From an optimization exercise on the open Yosys and OpenROAD flow, aimed at small area and few clock cycles per item; shortcuts taken in it are not production practice. Only simulation tests tie the RTL to the original design; equivalence was not proved.

==> flow/design.v (outline; a module is shown in full before it is edited, if it fits) <==
// module touch_joystick_mapper: 6293 lines
module touch_joystick_mapper (
  input  logic        clk,
  input  logic        rst_n,
  input  logic        in_valid,
  output logic        in_ready,
  input  logic        in_cmd,
  input  logic [11:0] in_touch_x,
  input  logic [11:0] in_touch_y,
  input  logic        cfg_valid,
  output logic        cfg_ready,
  input  logic [1:0]  cfg_addr,
  input  logic [14:0] cfg_data,
  output logic        out_valid,
  input  logic        out_ready,
  output logic [13:0] out_knob_x,
  output logic [13:0] out_knob_y,
  output logic [15:0] out_linear_cmd,
  output logic [15:0] out_angular_cmd,
  output logic        out_active
);
  // ...
==> flow/run.sh <==
#!/bin/bash
# synth_recipe.tcl (not shown) runs the flow's synth.tcl, then flattens the netlist and writes it again
# the make line also repeats each setting of config.mk as NAME=value (left out here)
make -C /OpenROAD-flow-scripts/flow DESIGN_CONFIG=/design/flow/config.mk WORK_HOME=/design/flow/orfs CLKGATE_MAP_FILE= SYNTH_SCRIPT=/design/flow/synth_recipe.tcl finish
==> flow/config.mk <==
export PLATFORM = sky130hd
export DESIGN_NAME = touch_joystick_mapper
export DESIGN_NICKNAME = touch_joystick_mapper
export VERILOG_FILES = /design/flow/design.v
export SDC_FILE = /design/flow/constraint.sdc
export NUM_CORES = 4
export LEC_CHECK = 0
export ABC_AREA = 1
export CAP_MARGIN = 20
export CORE_MARGIN = 2
export CORE_UTILIZATION = 62
export CTS_BUF_LIST = sky130_fd_sc_hd__clkbuf_8
export CTS_CLUSTER_SIZE = 30
export PLACE_DENSITY = 0.72
export SLEW_MARGIN = 20
==> flow/constraint.sdc <==
create_clock -name core_clock -period 11.0 [get_ports {clk}]
set_input_delay 2.2000 -clock core_clock [delete_from_list [all_inputs] [get_ports {clk}]]
set_output_delay 2.2000 -clock core_clock [all_outputs]
set_load 0.01 [all_outputs]
==> results.txt, run 1 <==
- Worst r2r dst: qyrm_7__r10[3]
- RR Startpoint: rem_22__r9[5]
- R2R setup slack: 0.34 ns
- WP buf/inv: 9
- Critical Path AT: 11.35 ns
- Most common cell after layout, fill and taps aside: nand2_1
- Global placement routability congestion: 0.929
- Post-synthesis adder-cell area fraction: 33.8%
- Syn Area/Cell: 9.02 µm²
- Post-Synth XOR/XNOR Area: 4.96%
- First-pass GRT wire length: 432 mm
- Signal buffers: 660
- Chip height: 408 µm
- Setup Skew: 0.0527 ns
- Grt total ovfl: 0
- Row count: 148
- Fmax: 0.0938 GHz
- Status: complete, no violations
- I/O Buffers: 105
- Area occupied by multi-input gates: 65300 µm²
- Delay-heaviest family, CP: compound AO/OA/AOI/OAI gates
- Critical Path Sink: qyrm_7__r10[3]
- Largest family of logic cells by synthesized area: adder cells
- #MultiIn Comb: 8069
- Inverter count: 1847
- Via count: 79400
- Post-Layout Inst Area: 113000 µm²
- Pre-CTS setup slack: -0.338 ns
- M3 GR Usage: 4.06%
- P&R area growth vs syn: 11.4%
Testbench counts, summed over its fixed seeds: cycles 16,112, items 16,000.
==> run 2: changes to the inputs <==
--- a/flow/config.mk
+++ b/flow/config.mk
@@ -7,9 +7,8 @@
 export LEC_CHECK = 0
 export ABC_AREA = 1
-export CAP_MARGIN = 20
+export CAP_MARGIN = 10
 export CORE_MARGIN = 2
-export CORE_UTILIZATION = 62
-export CTS_BUF_LIST = sky130_fd_sc_hd__clkbuf_8
+export CORE_UTILIZATION = 50
+export CTS_BUF_LIST = sky130_fd_sc_hd__clkbuf_4 sky130_fd_sc_hd__clkbuf_8
 export CTS_CLUSTER_SIZE = 30
-export PLACE_DENSITY = 0.72
-export SLEW_MARGIN = 20
+export SLEW_MARGIN = 10
==> run 2 against run 1 <==
- wire length increased by 1.0%
- via count decreased by 2.0%
- final cell count increased by 3.9%
- clock skew increased by 0.024 ns
==> results.txt, run 2 <==
- Minimum clock period: 10.76 ns (was 10.66 ns)
- Core Area: 202000 µm² (was 163000 µm²)
- Post-Synth XOR/XNOR Area: 4.96% (unchanged)
- Hold slack: 0.364 ns (was 0.380 ns)
- Critical Path AT: 11.47 ns (was 11.35 ns)
- I/O Buffers: 105 (unchanged)
- Pre-antenna DRT Iters: 5 (was 7)
- Area contributors post-synth: edfxtp_1 (26%), fa_1 (19%), ha_1 (15%), nand2_1 (8.3%), inv_1 (6.7%) (unchanged)
- Pre-CTS setup slack: -0.667 ns (was -0.338 ns)
- Total GRT Usage: 27.0% (was 33.0%)
- Top-count cell post-synth: nand2_1 (unchanged)
- Gate Count Post-Synth: 11200 (unchanged)
- Initial antenna violation count: 15 (was 14)
- Seq/Total Area, Yosys: 28.2% (unchanged)
- Crit-path most repeated cell: nand2_2 (unchanged)
- Vias per cell: 5.33 (was 5.65)
- Most common cell after layout, fill and taps aside: nand2_1 (unchanged)
- Yosys top cell by area: edfxtp_1 (unchanged)
- Routed WL per cell: 19.1 µm (was 19.6 µm)
- EDFF count, synth: 888 (unchanged)
- Max_cap viols: 0 (unchanged)
- DRC Markers: 0 (unchanged)
- Worst Reg-to-Reg Cells: 62 (was 65)
- Post-synthesis simple-gate area fraction: 13.9% (unchanged)
- Hold_buf cts: 0 (unchanged)
- Vias in the first global route: 78600 (was 80000)
- Post-synthesis adder-cell area fraction: 33.8% (unchanged)
- Hold WC Path Type: register to register (unchanged)
- First-pass GRT wire length: 434 mm (was 432 mm)
- Slowest cell on the critical path: fa_2 (was edfxtp_1)
- Area occupied by multi-input gates: 65200 µm² (was 65300 µm²)
- Critical Path Max Stage Delay: 0.55 ns (was 0.42 ns)
- Worst r2r dst: qyrm_7__r10[1] (was qyrm_7__r10[3])
- Synth top area share: 26.3% (unchanged)
- Share of cells above drive strength 1: 11.7% (was 11.1%)
- H-tree depth: 4 (unchanged)
- Global placement routability congestion: 0.901 (was 0.929)
- Reg clk slew, reported paths: 0.07 ns (was 0.06 ns)
- Hold Path Sink: oy__r13[10] (was lo_22__r9[21])
- WP buf/inv: 7 (was 9)
- NumNets Final: 14000 (was 13900)
- Synth cell types: 69 (unchanged)
- CTS Sinks: 983 (unchanged)
- Synth top cells by count: nand2_1 (2251), inv_1 (1811), ha_1 (1220) (unchanged)
- Multiplexer area fraction after synthesis: 0.420% (unchanged)
- 1st-iter DRT viols: 5020 (was 6280)
- Status: complete, no violations (unchanged)
- Slew Limit Fails: 0 (unchanged)
- CTS tree: built (unchanged)
- Post-Layout Inst Area: 114000 µm² (was 113000 µm²)
- Largest net degree at the start of global routing: 179 (unchanged)
- Register area: 28600 µm² (unchanged)
- Synth warn: 1 (unchanged)
- Final WL: 279 mm (was 276 mm)
- Dominant synthesized flop cell: edfxtp_1 (unchanged)
- Commonest non-fill, non-tap cells in the layout: nand2_1 (2236), inv_1 (1781), ha_1 (1217) (was nand2_1 (2236), inv_1 (1831), ha_1 (1218))
- Syn Area/Cell: 9.02 µm² (unchanged)
- CTS Buf Count: 176 (was 174)
- Die Area: 206000 µm² (was 167000 µm²)
- Worst-Margin Slew: 1.19 ns (was 1.07 ns)
- Synth Register Bits: 983 (unchanged)
- Worst Path Max Fanout: 8 (unchanged)
- Fillers: 18000 (was 12800)
- Via count: 77800 (was 79400)
- Io pins: 111 (unchanged)
- Largest family of logic cells by synthesized area: adder cells (unchanged)
- Setup Skew: 0.0765 ns (was 0.0527 ns)
- Mapped Area: 101000 µm² (unchanged)
- Max clock buf depth: 3 (unchanged)
- Fmax: 0.0929 GHz (was 0.0938 GHz)
- Initial core utilization: 50.2% (was 62.3%)
- DP Wirelength: 223 mm (was 220 mm)
- Synth async-reset ratio: 0% (unchanged)
- Critical path type: register to register (unchanged)
- Delay-heaviest family, CP: adder cells (was compound AO/OA/AOI/OAI gates)
- RSZ-0062 raised after global routing: true (unchanged)
- Fin crit share: 97.9% (was 96.9%)
- ANT nets after route: 0 (unchanged)
- Crit. End Element: register (unchanged)
- PnR worst setup slack: 0.236 ns (was 0.336 ns)
- Synth Area in Compound Gates: 10.5% (unchanged)
- Hold Crit Start: oy__r12[10] (was lo_19__r8[18])
- CP required: 11.71 ns (was 11.69 ns)
- Area post-placement: 109000 µm² (was 108000 µm²)
- Final hold violation count: 0 (unchanged)
- Latest clock arrival within the worst-skew pair: 1.00 ns (was 0.95 ns)
- R2R setup slack: 0.24 ns (was 0.34 ns)
- Chip height: 454 µm (was 408 µm)
- Slew HR: 20.7% (was 28.9%)
- Die span in x: 454 µm (was 408 µm)
- Row count: 165 (was 148)
- P&R area growth vs syn: 12.5% (was 11.4%)
- Hold depth: 0 (unchanged)
- Critical path launch point type: register (unchanged)
- Grt total ovfl: 0 (unchanged)
- Root buffer cell: clkbuf_8 (unchanged)
- RR Startpoint: rem_22__r9[2] (was rem_22__r9[5])
- Finish-stage setup viols: 0 (unchanged)
-- run 2: cell counts after synthesis --
No cell type changed its count.
-- run 2: per-stage QoR --
step | TNS [ns] | instances | utilization, %
final | 0 | 14600 | 56.5
after global routing | -5.03 | 14600 | 56.5
after CTS | 0 | 14500 | 55.8
after detailed placement | -11.40 | 14200 | 53.8
after global placement | -3.88 | 14200 | 53.8
after floorplan | 0 | 11200 | -
-- run 2: worst reg2reg max path, delay by kind of cell (launching register included) --
kind / cells / cell delay [ns]
buffers and inverters: 7 / 0.53
multiplexers: 6 / 1.25
AND/OR/NAND/NOR: 22 / 2.74
adder cells (fa/ha/maj): 9 / 2.79
AO/OA/AOI/OAI: 18 / 2.78
flip-flops: 1 / 0.41
-- run 2: timing repair --
action	CTS	global route
endpoints found under the setup margin	58	263
cloned	0	6
resized for setup	33	270
hold endpoints to repair	0	0
pin swaps	19	70
setup buffers	7	60
-- run 2: how the worst max path moves through the flow --
stage	from	cells past startpoint	to	slack [ns]
after floorplan	nr_eff[0]	63	qyrm_7__r10[7]	0.02
after global placement	rem_22__r9[13]	62	qyrm_7__r10[3]	-0.48
after detailed placement	rem_22__r9[13]	63	qyrm_7__r10[3]	-0.67
after CTS	clamp__r3	61	rem_7__r4[11]	0.02
after global routing	rem_22__r9[2]	65	qyrm_7__r10[1]	-0.50
final	rem_22__r9[2]	62	qyrm_7__r10[1]	0.24
-- run 2: logic make-up after synthesis --
family	after synthesis
compound gates	1878
mux	39
simple gates	3409
xor+xnor	571
buf+inv	2181
other cells	2
flops	983
fa+ha+maj	2167
-- run 2: final cells by class --
class / instances / area share, %
clock inverters: 96 / 0.867
repair buffers: 710 / 5.19
flip-flops and latches: 983 / 25.1
repair inverters: 3 / 0.0154
well taps: 2672 / 2.93
multi-input cells: 8069 / 57.2
diodes: 3 / 0.00659
clock buffers: 232 / 2.53
inverters: 1843 / 6.14
-- run 2: per-layer routing --
| layer | track usage, % | wire (µm) |
|---|---|---|
| met5 | 0 | 27 |
| met4 | 8.27 | 9110 |
| met3 | 2.87 | 12400 |
| met2 | 46.0 | 135000 |
| met1 | 36.3 | 122000 |

-- what the ideal ports hide --
In the flow no input, the clock included, has a driving cell. The finished layouts below were timed again as built, in two steps. Step 1 sets driving cells, clkbuf_16 on the clock port and buf_2 on the other inputs (assumed; they add their load-dependent delay and slew). Step 2 also shifts input and output timing later by t, the mid clock arrival at the registers, as if the neighbouring blocks saw the same clock. Slacks: no drivers / after step 1 / after step 2; pairs: no drivers / after step 1.
| run | t (ns) | slack for setup (ns) | latest minus earliest clock arrival (ns) | slew at the worst register clock pin (ns) |
|---|---|---|---|---|
| run 1 | 0.994 | 0.336 / 0.336 / 0.276 | 0.054 / 0.055 | 0.07 / 0.07 |
| run 2 | 1.056 | 0.236 / 0.236 / 0.215 | 0.082 / 0.081 | 0.08 / 0.08 |
After both steps setup and hold are still met in every run listed. The setup slack of run 1, which loses most, moves by 0.000 ns with the drivers and by -0.060 ns with both steps.
